Source: an optimization exercise on an open RTL-to-GDS flow (aim: small area). Production flows keep margins and buffers that such runs may drop. Where RTL was checked, it was by simulation tests only, not by an equivalence proof against the original.

==> flow/design.v (excerpt) <==
module overlay_top (
    input  logic                        clk,
    input  logic                        reset,
    input  logic                        vsync_i,
    input  logic [12-1:0][10-1:0] region_min_x_i,
    input  logic [12-1:0][10-1:0] region_max_x_i,
    input  logic [12-1:0][10-1:0] region_min_y_i,
    input  logic [12-1:0][10-1:0] region_max_y_i,
    input  overlay_pkg::coord_t         draw_x_i,
    input  overlay_pkg::coord_t         draw_y_i,
    input  logic [8-1:0]       pixel_i,
    input  overlay_pkg::shade_t         brightness_i,
    input  logic [15-1:0]    area_thresh_i,
    input  logic                        highlight_i,
    output overlay_pkg::shade_t         red_o,
    output overlay_pkg::shade_t         green_o,
    output overlay_pkg::shade_t         blue_o
);
Settings: LEC_CHECK=0, CAP_MARGIN=10, CORE_MARGIN=2, CORE_UTILIZATION=55, CTS_BUF_LIST=sky130_fd_sc_hd__clkbuf_8, CTS_CLUSTER_SIZE=20, SLEW_MARGIN=10, SYNTH_HIERARCHICAL=1; clock period 10.0 ns.
standard.sh (not shown) runs the stock make flow with config.mk's settings and CLKGATE_MAP_FILE= SYNTH_SCRIPT=/design/flow/synth_recipe.tcl, a recipe that flattens the netlist after the stock synthesis.
==> flow/flow/run.sh <==
#!/bin/bash
# The standard layout, with the smallest buffer (buf_1) as the port buffer
# instead of the delay buffer buffer_ports picks on its own.  Every input and
# output still gets its own buffer.
set -euo pipefail
export BUFFER_PORTS_ARGS="-buffer_cell sky130_fd_sc_hd__buf_1"
bash standard.sh finish > standard_flow.log 2>&1
The first run completed with no timing, DRC or antenna violations.
Change:
==> flow/flow/run.sh (replaced) <==
#!/bin/bash
# The standard layout with two changes:
#  - the smallest buffer (buf_1) as the port buffer instead of the delay buffer
#    buffer_ports picks on its own; every input and output still gets its own
#    buffer;
#  - at floorplan, the buffers from synthesis are removed instead of running a
#    timing repair on the unplaced netlist (REMOVE_ABC_BUFFERS), which upsizes
#    hundreds of cells against wire-less timing; placement and CTS repair the
#    real timing later.
set -euo pipefail
export BUFFER_PORTS_ARGS="-buffer_cell sky130_fd_sc_hd__buf_1"
export REMOVE_ABC_BUFFERS=1
bash standard.sh finish > standard_flow.log 2>&1
--- a/flow/config.mk
+++ b/flow/config.mk
@@ -8 +8 @@
-export CAP_MARGIN = 10
+export CAP_MARGIN = 20
@@ -10,4 +10,5 @@
-export CORE_UTILIZATION = 55
-export CTS_BUF_LIST = sky130_fd_sc_hd__clkbuf_8
-export CTS_CLUSTER_SIZE = 20
-export SLEW_MARGIN = 10
+export CORE_UTILIZATION = 40
+export CTS_BUF_LIST = sky130_fd_sc_hd__clkbuf_16
+export CTS_CLUSTER_DIAMETER = 100
+export CTS_CLUSTER_SIZE = 30
+export SLEW_MARGIN = 20
What happened: Cell area stays flat; area after synthesis is unchanged; cell count is higher by 6.6%.
Function was not checked in any run of this note: the RTL went through the layout flow alone.

Another version of the RTL of overlay_top (not shown whole).
Size: ~560 I/O pins, roughly 48000 µm² of cells after synthesis.
clock: 10.0 ns
lec_check: 0
cap_margin: 10
core_margin: 2
core_utilization: 40
setup_slack_margin: 0.1
slew_margin: 10
synth_hierarchical: 1
==> flow/flow/run.sh <==
#!/bin/bash
# The standard layout with two changes:
#  - the smallest buffer (buf_1) as the port buffer instead of the delay buffer
#    buffer_ports picks on its own; every input and output still gets its own
#    buffer;
#  - clock tree synthesis without dummy loads (-dont_use_dummy_load), which
#    CTS otherwise adds only to even out the tree's branches.
set -euo pipefail
export BUFFER_PORTS_ARGS="-buffer_cell sky130_fd_sc_hd__buf_1"
export CTS_ARGS="-sink_clustering_enable -repair_clock_nets -sink_clustering_size 28 -sink_clustering_max_diameter 90 -buf_list sky130_fd_sc_hd__clkbuf_16 -dont_use_dummy_load"
bash standard.sh finish > standard_flow.log 2>&1
Then changed:
--- a/flow/flow/run.sh
+++ b/flow/flow/run.sh
@@ -9,3 +9,3 @@
 export BUFFER_PORTS_ARGS="-buffer_cell sky130_fd_sc_hd__buf_1"
-export CTS_ARGS="-sink_clustering_enable -repair_clock_nets -sink_clustering_size 28 -sink_clustering_max_diameter 90 -buf_list sky130_fd_sc_hd__clkbuf_16 -dont_use_dummy_load"
+export CTS_ARGS="-sink_clustering_enable -repair_clock_nets -sink_clustering_size 25 -sink_clustering_max_diameter 80 -buf_list sky130_fd_sc_hd__clkbuf_16 -dont_use_dummy_load"
 bash standard.sh finish > standard_flow.log 2>&1
--- a/flow/config.mk
+++ b/flow/config.mk
@@ -7,3 +7,3 @@
 export LEC_CHECK = 0
-export CAP_MARGIN = 10
+export CAP_MARGIN = 20
 export CORE_MARGIN = 2
@@ -11,3 +11,3 @@
 export SETUP_SLACK_MARGIN = 0.1
-export SLEW_MARGIN = 10
+export SLEW_MARGIN = 20
 export SYNTH_HIERARCHICAL = 1
=> Count of clock-buffer cells in the layout rose by 7; core utilization barely changes; wire length is about the same; via count rose slightly; synthesized area does not change; first-iteration DRC count rose by a few percent; register-to-register slack loses 0.02 ns; worst hold slack loses 0.011 ns.

Another version of the RTL of overlay_top (not shown whole).
Size in the first run: ~5100 cells after synthesis, roughly 730 flip-flops, about 560 I/O pins.
==> flow/design.v (excerpt) <==
module overlay_top (
    input  logic                        clk,
    input  logic                        reset,
    input  logic                        vsync_i,
    input  logic [12-1:0][10-1:0] region_min_x_i,
    input  logic [12-1:0][10-1:0] region_max_x_i,
    input  logic [12-1:0][10-1:0] region_min_y_i,
    input  logic [12-1:0][10-1:0] region_max_y_i,
    input  overlay_pkg::coord_t         draw_x_i,
    input  overlay_pkg::coord_t         draw_y_i,
    input  logic [8-1:0]       pixel_i,
    input  overlay_pkg::shade_t         brightness_i,
    input  logic [15-1:0]    area_thresh_i,
    input  logic                        highlight_i,
    output overlay_pkg::shade_t         red_o,
    output overlay_pkg::shade_t         green_o,
    output overlay_pkg::shade_t         blue_o
);
==> flow/config.mk <==
export PLATFORM = sky130hd
export DESIGN_NAME = overlay_top
export DESIGN_NICKNAME = overlay_top
export VERILOG_FILES = /design/flow/design.v
export SDC_FILE = /design/flow/constraint.sdc
export NUM_CORES = 4
export LEC_CHECK = 0
export CAP_MARGIN = 20
export CORE_MARGIN = 2
export CORE_UTILIZATION = 40
export CTS_BUF_LIST = sky130_fd_sc_hd__clkbuf_8
export CTS_CLUSTER_SIZE = 20
export SLEW_MARGIN = 20
export SYNTH_HIERARCHICAL = 1
==> flow/constraint.sdc <==
create_clock -name core_clock -period 10.0 [get_ports {clk}]
set_input_delay 2.0000 -clock core_clock [delete_from_list [all_inputs] [get_ports {clk}]]
set_output_delay 2.0000 -clock core_clock [all_outputs]
set_load 0.01 [all_outputs]
==> flow/flow/run.sh <==
#!/bin/bash
# The standard layout, with the smallest buffer (buf_1) as the port buffer
# instead of the delay buffer buffer_ports picks on its own.  Every input and
# output still gets its own buffer.
set -euo pipefail
export BUFFER_PORTS_ARGS="-buffer_cell sky130_fd_sc_hd__buf_1"
bash standard.sh finish > standard_flow.log 2>&1
The baseline completed with no timing, DRC or antenna violations.
Rerun with:
==> flow/flow/run.sh (replaced) <==
#!/bin/bash
# The standard layout with two changes:
#  - the smallest buffer (buf_1) as the port buffer instead of the delay buffer
#    buffer_ports picks on its own; every input and output still gets its own
#    buffer;
#  - at floorplan, the buffers from synthesis are removed instead of running a
#    timing repair on the unplaced netlist (REMOVE_ABC_BUFFERS), which upsizes
#    hundreds of cells against wire-less timing; placement and CTS repair the
#    real timing later.
set -euo pipefail
export BUFFER_PORTS_ARGS="-buffer_cell sky130_fd_sc_hd__buf_1"
export REMOVE_ABC_BUFFERS=1
bash standard.sh finish > standard_flow.log 2>&1
=> The changed run completed without violations. Routed wire length falls by about 3.5%. Fmax falls by 4.9%. Flip-flop and latch count does not change.
No run of this note included a check of the RTL's function; only the layout flow was run.

[re-timing with driven ports]
No port has a modelled driver above. Below, the same layouts with a new extraction and two added sets of constraints.
Step 1 sets driving cells, clkbuf_16 on the clock port and buf_2 on the other inputs (assumed; they add their load-dependent delay and slew).
Step 2 times the ports against the registers' clock, not the clock port: input delays grow and output delays shrink by t, the midpoint of the rising clock arrivals with the driver on.
a / b / c = no drivers / after step 1 / after step 2; a / b = the first two.
| run | t (ns) | slack for setup (ns) | hold slack, ns | cell pins on the clock port's net |
|---|---|---|---|---|
| the first run of note 1 | 0.916 | 0.691 / 0.691 / -0.120 | 0.346 / 0.346 / 0.346 | 1 |
| the second run of note 1 | 0.729 | 0.131 / 0.183 / -0.546 | 0.354 / 0.354 / 0.354 | 1 |
| the first run of note 2 | 0.720 | 0.334 / 0.257 / -0.247 | 0.296 / 0.296 / 0.296 | 1 |
| the second run of note 2 | 0.730 | 0.272 / 0.194 / -0.269 | 0.285 / 0.285 / 0.285 | 1 |
| the first run of note 3 | 0.938 | 0.738 / 0.738 / -0.090 | 0.349 / 0.349 / 0.349 | 1 |
| the second run of note 3 | 0.946 | 0.265 / 0.316 / -0.630 | 0.326 / 0.326 / 0.326 | 1 |
Met with ideal ports but missed after step 2: setup timing in every run listed. The setup slack of the second run of note 3, which loses most, moves by +0.051 ns with the drivers and by -0.895 ns with both steps.
